This is an optimization exercise on Yosys and OpenROAD, whose aim is small area, a short achievable clock period and few clock cycles per item, not a production implementation.
Function was checked by simulation only, so behaviour that the tests miss may differ from the original.

==> run F <==
// lut_interp_ctrl
module lut_interp_ctrl #(
    parameter int DATA_WIDTH = lut_interp_pkg::DEF_DATA_WIDTH,
    parameter int NUM_POINTS = lut_interp_pkg::DEF_NUM_POINTS,
    localparam int ADDR_W    = $clog2(NUM_POINTS)
) (
    input  logic                  clk,
    input  logic                  rst_n,
    input  logic                  cfg_we,
    input  logic [ADDR_W-1:0]     cfg_addr,
    input  logic [DATA_WIDTH-1:0] cfg_x,
    input  logic [DATA_WIDTH-1:0] cfg_y,
    output logic                  cfg_busy,
    input  logic                  in_valid,
    output logic                  in_ready,
    input  logic [DATA_WIDTH-1:0] in_x,
    output logic                  out_valid,
    input  logic                  out_ready,
    output logic [DATA_WIDTH-1:0] out_y,
    output logic                  out_clamped
);
clock: 110.0 ns
lec_check: 0
abc_area: 1
cap_margin: 20
core_margin: 2
core_utilization: 40
cts_cluster_diameter: 80
cts_cluster_size: 28
slew_margin: 20
standard.sh (not shown) runs the stock make flow with config.mk's settings and CLKGATE_MAP_FILE= SYNTH_SCRIPT=/design/flow/synth_recipe.tcl, a recipe that flattens the netlist after the stock synthesis.
==> flow/flow/run.sh <==
#!/bin/bash
# Layout flow: the standard ORFS flow, unchanged except that the port
# buffers ORFS inserts at placement are sky130_fd_sc_hd__buf_2 cells
# instead of the ones buffer_ports picks by default (clkdlybuf4s50_1, a
# delay cell). Every input and output port still gets its own buffer.
set -euo pipefail
export BUFFER_PORTS_ARGS="-buffer_cell sky130_fd_sc_hd__buf_2"
bash standard.sh > standard_flow.log 2>&1
==> run K (differences from run F) <==
--- a/flow/design.v
+++ b/flow/design.v
@@ -91,47 +91,26 @@
                 ty_q[i] <= py_q;
             end
         end
     end
     logic v0_q, v1_q, v2_q, ov_q, sv_q, adv_q, nrdy_q, busy_q;
-    logic v0_d, v1_d, v2_d, ov_d, sv_d, adv_d, nrdy_d, busy_d;
+    logic v0_d, v1_d, v2_d, ov_d, sv_d, adv_d, busy_d;
     logic acc, ld0, arrive, hold, out_en, skid_en;
     assign acc     = in_valid & ~nrdy_q;
     assign ld0     = adv_q | ~v0_q;          
     assign arrive  = adv_q & v2_q;           
     assign hold    = ov_q & ~out_ready;      
     assign out_en  = ~hold;
     assign skid_en = ~sv_q;
-    logic [3:0] c_ov, c_sv, c_adv, c_nrdy, c_busy, c_v0;
     always_comb begin
-        for (int k = 0; k < 4; k++) begin
-            logic r, iv, h, a, v0n, v1n, v2n, ovn, svn, advn;
-            r    = k[1];
-            iv   = k[0];
-            h    = ov_q & ~r;
-            a    = iv & ~nrdy_q;
-            v0n  = a ? 1'b1 : (adv_q ? 1'b0 : v0_q);
-            v1n  = adv_q ? v0_q : v1_q;
-            v2n  = adv_q ? v1_q : v2_q;
-            ovn  = h | sv_q | arrive;
-            svn  = h ? (sv_q | arrive) : (sv_q & arrive);
-            advn = ~svn | ~v2n;
-            c_v0[k]   = v0n;
-            c_ov[k]   = ovn;
-            c_sv[k]   = svn;
-            c_adv[k]  = advn;
-            c_nrdy[k] = ~advn & v0n;
-            c_busy[k] = v0n | v1n | v2n | ovn | svn;
-        end
-        v0_d   = c_v0[{out_ready, in_valid}];
-        ov_d   = c_ov[{out_ready, in_valid}];
-        sv_d   = c_sv[{out_ready, in_valid}];
-        adv_d  = c_adv[{out_ready, in_valid}];
-        nrdy_d = c_nrdy[{out_ready, in_valid}];
-        busy_d = c_busy[{out_ready, in_valid}];
-        v1_d   = adv_q ? v0_q : v1_q;
-        v2_d   = adv_q ? v1_q : v2_q;
+        v0_d = acc ? 1'b1 : (adv_q ? 1'b0 : v0_q);
+        v1_d = adv_q ? v0_q : v1_q;
+        v2_d = adv_q ? v1_q : v2_q;
+        ov_d = hold | sv_q | arrive;
+        sv_d = hold ? (sv_q | arrive) : (sv_q & arrive);
+        adv_d  = ~sv_d | ~v2_d;
+        busy_d = v0_d | v1_d | v2_d | ov_d | sv_d;
     end
     always_ff @(posedge clk or negedge rst_n) begin
         if (!rst_n) begin
             v0_q       <= 1'b0;
             v1_q       <= 1'b0;
@@ -146,11 +125,11 @@
             v1_q       <= v1_d;
             v2_q       <= v2_d;
             ov_q       <= ov_d;
             sv_q       <= sv_d;
             adv_q      <= adv_d;
-            nrdy_q     <= nrdy_d;
+            nrdy_q     <= ~adv_d & v0_d;
             busy_q     <= busy_d;
         end
     end
     assign in_ready  = ~nrdy_q;
     assign cfg_busy  = busy_q;
@@ -251,22 +230,21 @@
         logic [RB-1:0]  rc;
         logic [W-1:0]   pl;      
         logic [W-1:0]   qp;
         logic [W-1:0]   qn;
     } srt_t;
-    function automatic srt_t srt_step(input srt_t st, input logic [W-1:0] d,
-                                      input logic [W-1:0] dinv);
+    function automatic srt_t srt_step(input srt_t st, input logic [W-1:0] d);
         logic [RB-1:0] s2, c2, m;
         logic [3:0]    est;
         logic          pos, neg;
         srt_t          o;
         s2  = {st.rs[RB-2:0], st.pl[W-1]};
         c2  = {st.rc[RB-2:0], 1'b0};
         est = s2[RB-1:RB-4] + c2[RB-1:RB-4];
         pos = ~est[3];
         neg = est[3] & (est != 4'b1111);
-        m   = ({{(RB-W){1'b1}}, dinv} & {RB{pos}}) | ({{(RB-W){1'b0}}, d} & {RB{neg}});
+        m   = pos ? ~{{(RB-W){1'b0}}, d} : (neg ? {{(RB-W){1'b0}}, d} : '0);
         o.rs = s2 ^ c2 ^ m;
         o.rc = {((s2[RB-2:0] & c2[RB-2:0]) | (s2[RB-2:0] & m[RB-2:0]) |
                  (c2[RB-2:0] & m[RB-2:0])), pos};
         o.pl = {st.pl[W-2:0], 1'b0};
         o.qp = {st.qp[W-2:0], pos};
@@ -278,11 +256,11 @@
         stB.rs = {{(RB-W){1'b0}}, p1_q[2*W-1:W]};
         stB.rc = '0;
         stB.pl = p1_q[W-1:0];
         stB.qp = '0;
         stB.qn = '0;
-        for (int k = 0; k < KB; k++) stB = srt_step(stB, d1_q, ~d1_q);
+        for (int k = 0; k < KB; k++) stB = srt_step(stB, d1_q);
     end
     srt_t           st2_q;
     logic [W-1:0]   d2_q, ybase2_q;
     logic           rising2_q, clamped2_q;
     always_ff @(posedge clk) begin
@@ -299,11 +277,11 @@
     logic [W-1:0]  ya, yb, ys, yc;
     logic [W-1:0]  yres;
     logic          clamped_o;
     always_comb begin
         stC = st2_q;
-        for (int k = KB; k < W; k++) stC = srt_step(stC, d2_q, ~d2_q);
+        for (int k = KB; k < W; k++) stC = srt_step(stC, d2_q);
         rfin = stC.rs + stC.rc;
         rneg = rfin[RB-1];
         ya = rising2_q ? stC.qp : ~stC.qp;
         yb = rising2_q ? ~stC.qn : stC.qn;
         ys = ybase2_q ^ ya ^ yb;
--- a/flow/config.mk
+++ b/flow/config.mk
@@ -7,8 +7,6 @@
 export LEC_CHECK = 0
 export ABC_AREA = 1
 export CAP_MARGIN = 20
 export CORE_MARGIN = 2
 export CORE_UTILIZATION = 40
-export CTS_CLUSTER_DIAMETER = 80
-export CTS_CLUSTER_SIZE = 28
 export SLEW_MARGIN = 20
==> qor summary <==
quantity	run K	run F
Status	no timing/DRC/antenna violations	no timing/DRC/antenna violations
First-pass GRT wire length	202000 um	203000 um
Worst setup slack after placement	86.08 ns	86.45 ns
Number of filler cells placed in the layout	11012	10994
Maximum cell stage delay along the critical path	0.37 ns	0.43 ns
Final #Nets	5792	5687
Number of buffers inserted during clock tree synthesis	60	34
Initial Util	0.403	0.402
Insertion delay of the later-clocked pin in the worst-skew pair	0.69 ns	0.64 ns
Hold worst-path end	pw_q	ybase2_q[1]
Synthesized instance count	4952	4884
Stages on worst setup path	2	1
Testbench counts of run F, summed over its fixed seeds: cycles 3,264, items 3,200.
Testbench counts of run K, summed over its fixed seeds: cycles 3,264, items 3,200.

afterwards: timing with drivers on the ports:
No port has a modelled driver above. Below, the same layouts with a new extraction and two added sets of constraints. Step 1: set_driving_cell puts a clkbuf_16 on clk and a buf_2 on each other input, an assumption about the parent block. Step 2 times the ports against the registers' clock, not the clock port: input delays grow and output delays shrink by t, the midpoint of the rising clock arrivals with the driver on. Slacks: ideal / step 1 / step 2; pairs: ideal / step 1.
run	shift t [ns]	slack for setup (ns)	worst setup path at the end	worst data-port slew with drivers (ns)
run F	0.671	86.837 / 86.766 / 86.617	input to register	0.03
run K	0.731	86.830 / 86.754 / 86.887	input to register	0.04
After both steps every run listed still meets setup and hold. For run F, which loses most, drivers alone change the setup slack by -0.071 ns; drivers and shift together by -0.220 ns.
